This design comes from an exercise in tuning for small area on the open sky130 flow, not from production work. Only simulation tests tie the RTL to the original design; equivalence was not proved. The flow treats the clock pin as an ideal source, which a real chip does not have. No activity file was given, so power comes from the tool's default toggle rates.

Design conv_window_gen, start of the top module:
module conv_window_gen #(
    parameter int IMG_WIDTH  = 224,
    parameter int IMG_HEIGHT = 224,
    parameter int DATA_WIDTH = 8
) (
    input  logic                    clk,
    input  logic                    reset,
    input  logic                    start,
    input  logic [DATA_WIDTH-1:0]   pixel_in,
    input  logic                    pixel_in_valid,
    output logic                    pixel_in_ready,
    output logic [9*DATA_WIDTH-1:0] window_out,
    output logic                    window_valid,
    input  logic                    window_ready,
    output logic                    frame_done,
    output logic                    busy
);
==> module conv_window_gen, before the edit <==
module conv_window_gen #(
    parameter int IMG_WIDTH  = 224,
    parameter int IMG_HEIGHT = 224,
    parameter int DATA_WIDTH = 8
) (
    input  logic                    clk,
    input  logic                    reset,
    input  logic                    start,
    input  logic [DATA_WIDTH-1:0]   pixel_in,
    input  logic                    pixel_in_valid,
    output logic                    pixel_in_ready,
    output logic [9*DATA_WIDTH-1:0] window_out,
    output logic                    window_valid,
    input  logic                    window_ready,
    output logic                    frame_done,
    output logic                    busy
);
    localparam int CW = (IMG_WIDTH  > 1) ? $clog2(IMG_WIDTH)  : 1;
    localparam int RW = (IMG_HEIGHT > 1) ? $clog2(IMG_HEIGHT) : 1;
    localparam logic [CW-1:0] LAST_COL = CW'(IMG_WIDTH - 1);
    localparam logic [RW-1:0] LAST_ROW = RW'(IMG_HEIGHT - 1);
    localparam int SR_LEN = 2 * IMG_WIDTH + 2;
    typedef enum logic [1:0] {IDLE, RUN, DRAIN, DONE} state_t;
    state_t                  state_q;
    logic [CW-1:0]           col_q;
    logic [RW-1:0]           row_q;
    logic                    col_ge2_q;
    logic                    row_ge2_q;
    logic [DATA_WIDTH-1:0]   sr [SR_LEN];
    logic [9*DATA_WIDTH-1:0] window_d;
    logic [9*DATA_WIDTH-1:0] window_q;
    logic                    window_valid_q;
    logic                    acc;
    logic                    emit;
    assign pixel_in_ready = (state_q == RUN) && (!window_valid_q || window_ready);
    assign acc            = pixel_in_valid && pixel_in_ready;
    assign emit           = acc && row_ge2_q && col_ge2_q;
    assign window_out     = window_q;
    assign window_valid   = window_valid_q;
    assign frame_done     = (state_q == DONE);
    assign busy           = (state_q == RUN) || (state_q == DRAIN);
    logic idle_n_run_q;    
    logic wv_n_q;          
    logic pol_q;
    logic hold;
    logic [DATA_WIDTH-1:0] sr_in [SR_LEN];
    logic [DATA_WIDTH-1:0] pol;
    assign hold = !pixel_in_valid || idle_n_run_q || (!wv_n_q && !window_ready);
    assign pol  = {DATA_WIDTH{pol_q}};
    always_ff @(posedge clk) begin
        if (reset) pol_q <= 1'b0;
        else       pol_q <= !pol_q;
    end
    assign sr_in[0] = pixel_in ^ pol;
    for (genvar k = 1; k < SR_LEN; k++) begin : g_sr_in
        assign sr_in[k] = sr[k-1];
    end
    always_ff @(posedge clk) begin
        for (int k = 0; k < SR_LEN; k++)
            sr[k] <= ~((sr_in[k] | {DATA_WIDTH{hold}}) & (sr[k] | {DATA_WIDTH{acc}}));
    end
    assign window_d = {pixel_in,                  sr[0] ^ pol,             sr[1] ^ pol,
                       sr[IMG_WIDTH-1] ^ pol,     sr[IMG_WIDTH] ^ pol,     sr[IMG_WIDTH+1] ^ pol,
                       sr[2*IMG_WIDTH-1] ^ pol,   sr[2*IMG_WIDTH] ^ pol,   sr[2*IMG_WIDTH+1] ^ pol};
    always_ff @(posedge clk) begin
        if (reset) begin
            window_q       <= '0;
            window_valid_q <= 1'b0;
        end else if (emit) begin
            window_q       <= window_d;
            window_valid_q <= 1'b1;
        end else if (window_ready) begin
            window_valid_q <= 1'b0;
        end
    end
    always_ff @(posedge clk) begin
        if (reset) begin
            idle_n_run_q <= 1'b1;
            wv_n_q       <= 1'b1;
        end else begin
            idle_n_run_q <= !((state_q == IDLE && start) ||
                              (state_q == RUN && !(acc && col_q == LAST_COL && row_q == LAST_ROW)));
            wv_n_q       <= !(emit || (window_valid_q && !window_ready));
        end
    end
    always_ff @(posedge clk) begin
        if (reset) begin
            state_q   <= IDLE;
            col_q     <= '0;
            row_q     <= '0;
            col_ge2_q <= 1'b0;
            row_ge2_q <= 1'b0;
        end else begin
            case (state_q)
                IDLE: begin
                    col_q     <= '0;
                    row_q     <= '0;
                    col_ge2_q <= 1'b0;
                    row_ge2_q <= 1'b0;
                    if (start) begin
                        state_q <= RUN;
                    end
                end
                RUN: begin
                    if (acc) begin
                        if (col_q == LAST_COL) begin
                            col_q     <= '0;
                            col_ge2_q <= 1'b0;
                            if (row_q == LAST_ROW) begin
                                state_q <= DRAIN;
                            end else begin
                                row_q <= row_q + 1'b1;
                                if (row_q == RW'(1)) row_ge2_q <= 1'b1;
                            end
                        end else begin
                            col_q <= col_q + 1'b1;
                            if (col_q == CW'(1)) col_ge2_q <= 1'b1;
                        end
                    end
                end
                DRAIN: begin
                    if (!window_valid_q || window_ready) begin
                        state_q <= DONE;
                    end
                end
                DONE:    state_q <= IDLE;
                default: state_q <= IDLE;
            endcase
        end
    end
endmodule
Settings: LEC_CHECK=0, CAP_MARGIN=5, CORE_MARGIN=2, CORE_UTILIZATION=75, PLACE_DENSITY=0.92, SLEW_MARGIN=5; clock period 6.0 ns.
standard.sh (not shown) runs the stock make flow with config.mk's settings and CLKGATE_MAP_FILE= SYNTH_SCRIPT=/design/flow/synth_recipe.tcl, a recipe that flattens the netlist after the stock synthesis.
==> flow/flow/run.sh <==
#!/bin/bash
# Standard ORFS flow (the standard.sh) with a leaner clock tree: no dummy
# balancing loads, clkbuf_16 sink clusters, clock buffers downsized after CTS
# where the clock-pin slew allows (flow/resize_clk.tcl), and the smallest
# buffer on the ports. Full make output goes to make.log; each ORFS step keeps
# its own log under orfs/logs/.
set -euo pipefail
bash standard.sh \
  "CTS_ARGS=-sink_clustering_enable -repair_clock_nets -dont_use_dummy_load -buf_list sky130_fd_sc_hd__clkbuf_16 -sink_clustering_size 32 -sink_clustering_max_diameter 60" \
  "POST_CTS_TCL=$PWD/flow/resize_clk.tcl" \
  "CLK_SLEW_TARGET=0.112" \
  "BUFFER_PORTS_ARGS=-buffer_cell sky130_fd_sc_hd__buf_1" \
  finish > make.log 2>&1
Other scripts of this flow, unchanged in this note and not shown: flow/flow/resize_clk.tcl
Change:
--- a/flow/design.v
+++ b/flow/design.v
@@ -83,48 +83,39 @@
             wv_n_q       <= !(emit || (window_valid_q && !window_ready));
         end
     end
     always_ff @(posedge clk) begin
         if (reset) begin
-            state_q   <= IDLE;
             col_q     <= '0;
             row_q     <= '0;
             col_ge2_q <= 1'b0;
             row_ge2_q <= 1'b0;
+        end else if (acc) begin
+            if (col_q == LAST_COL) begin
+                col_q     <= '0;
+                col_ge2_q <= 1'b0;
+                if (row_q == LAST_ROW) begin
+                    row_q     <= '0;
+                    row_ge2_q <= 1'b0;
+                end else begin
+                    row_q <= row_q + 1'b1;
+                    if (row_q == RW'(1)) row_ge2_q <= 1'b1;
+                end
+            end else begin
+                col_q <= col_q + 1'b1;
+                if (col_q == CW'(1)) col_ge2_q <= 1'b1;
+            end
+        end
+    end
+    always_ff @(posedge clk) begin
+        if (reset) begin
+            state_q <= IDLE;
         end else begin
             case (state_q)
-                IDLE: begin
-                    col_q     <= '0;
-                    row_q     <= '0;
-                    col_ge2_q <= 1'b0;
-                    row_ge2_q <= 1'b0;
-                    if (start) begin
-                        state_q <= RUN;
-                    end
-                end
-                RUN: begin
-                    if (acc) begin
-                        if (col_q == LAST_COL) begin
-                            col_q     <= '0;
-                            col_ge2_q <= 1'b0;
-                            if (row_q == LAST_ROW) begin
-                                state_q <= DRAIN;
-                            end else begin
-                                row_q <= row_q + 1'b1;
-                                if (row_q == RW'(1)) row_ge2_q <= 1'b1;
-                            end
-                        end else begin
-                            col_q <= col_q + 1'b1;
-                            if (col_q == CW'(1)) col_ge2_q <= 1'b1;
-                        end
-                    end
-                end
-                DRAIN: begin
-                    if (!window_valid_q || window_ready) begin
-                        state_q <= DONE;
-                    end
-                end
+                IDLE:    if (start) state_q <= RUN;
+                RUN:     if (acc && col_q == LAST_COL && row_q == LAST_ROW) state_q <= DRAIN;
+                DRAIN:   if (!window_valid_q || window_ready) state_q <= DONE;
                 DONE:    state_q <= IDLE;
                 default: state_q <= IDLE;
             endcase
         end
     end
The new run completed without violations. Via count increases by 0.66%. Global-route usage rises by 1.1 points. Area after synthesis fell by 1.3%. Count of clock-buffer cells in the layout went down by 4. Final area falls by 0.58%. First-iteration DRC count goes up by 1.5%. Non-clock buffer count goes down by 16. Setup slack gains 1100 ps. Power goes up by 1.1%.

[port drivers added, routing unchanged]
The flow's constraints put no driver on any port. The routed layouts listed below were extracted and timed again, unchanged, in two steps.
Step 1, drivers: a clkbuf_16 drives clk and a buf_2 each remaining input, both assumed.
Step 2 also shifts input and output timing later by t, the mid clock arrival at the registers, as if the neighbouring blocks saw the same clock.
Three values: no drivers, after step 1, after step 2; two values: the first two.
run	t, ns	slack for setup (ns)	clock arrival spread, ns	pins driven straight from the clock port
the first run	1.316	1.504 / 1.430 / 1.675	0.220 / 0.220	1
the second run	1.309	2.559 / 2.485 / 2.181	0.220 / 0.221	1
After both steps every run listed still meets setup and hold. For the second run, which loses most, drivers alone change the setup slack by -0.074 ns; drivers and shift together by -0.378 ns.
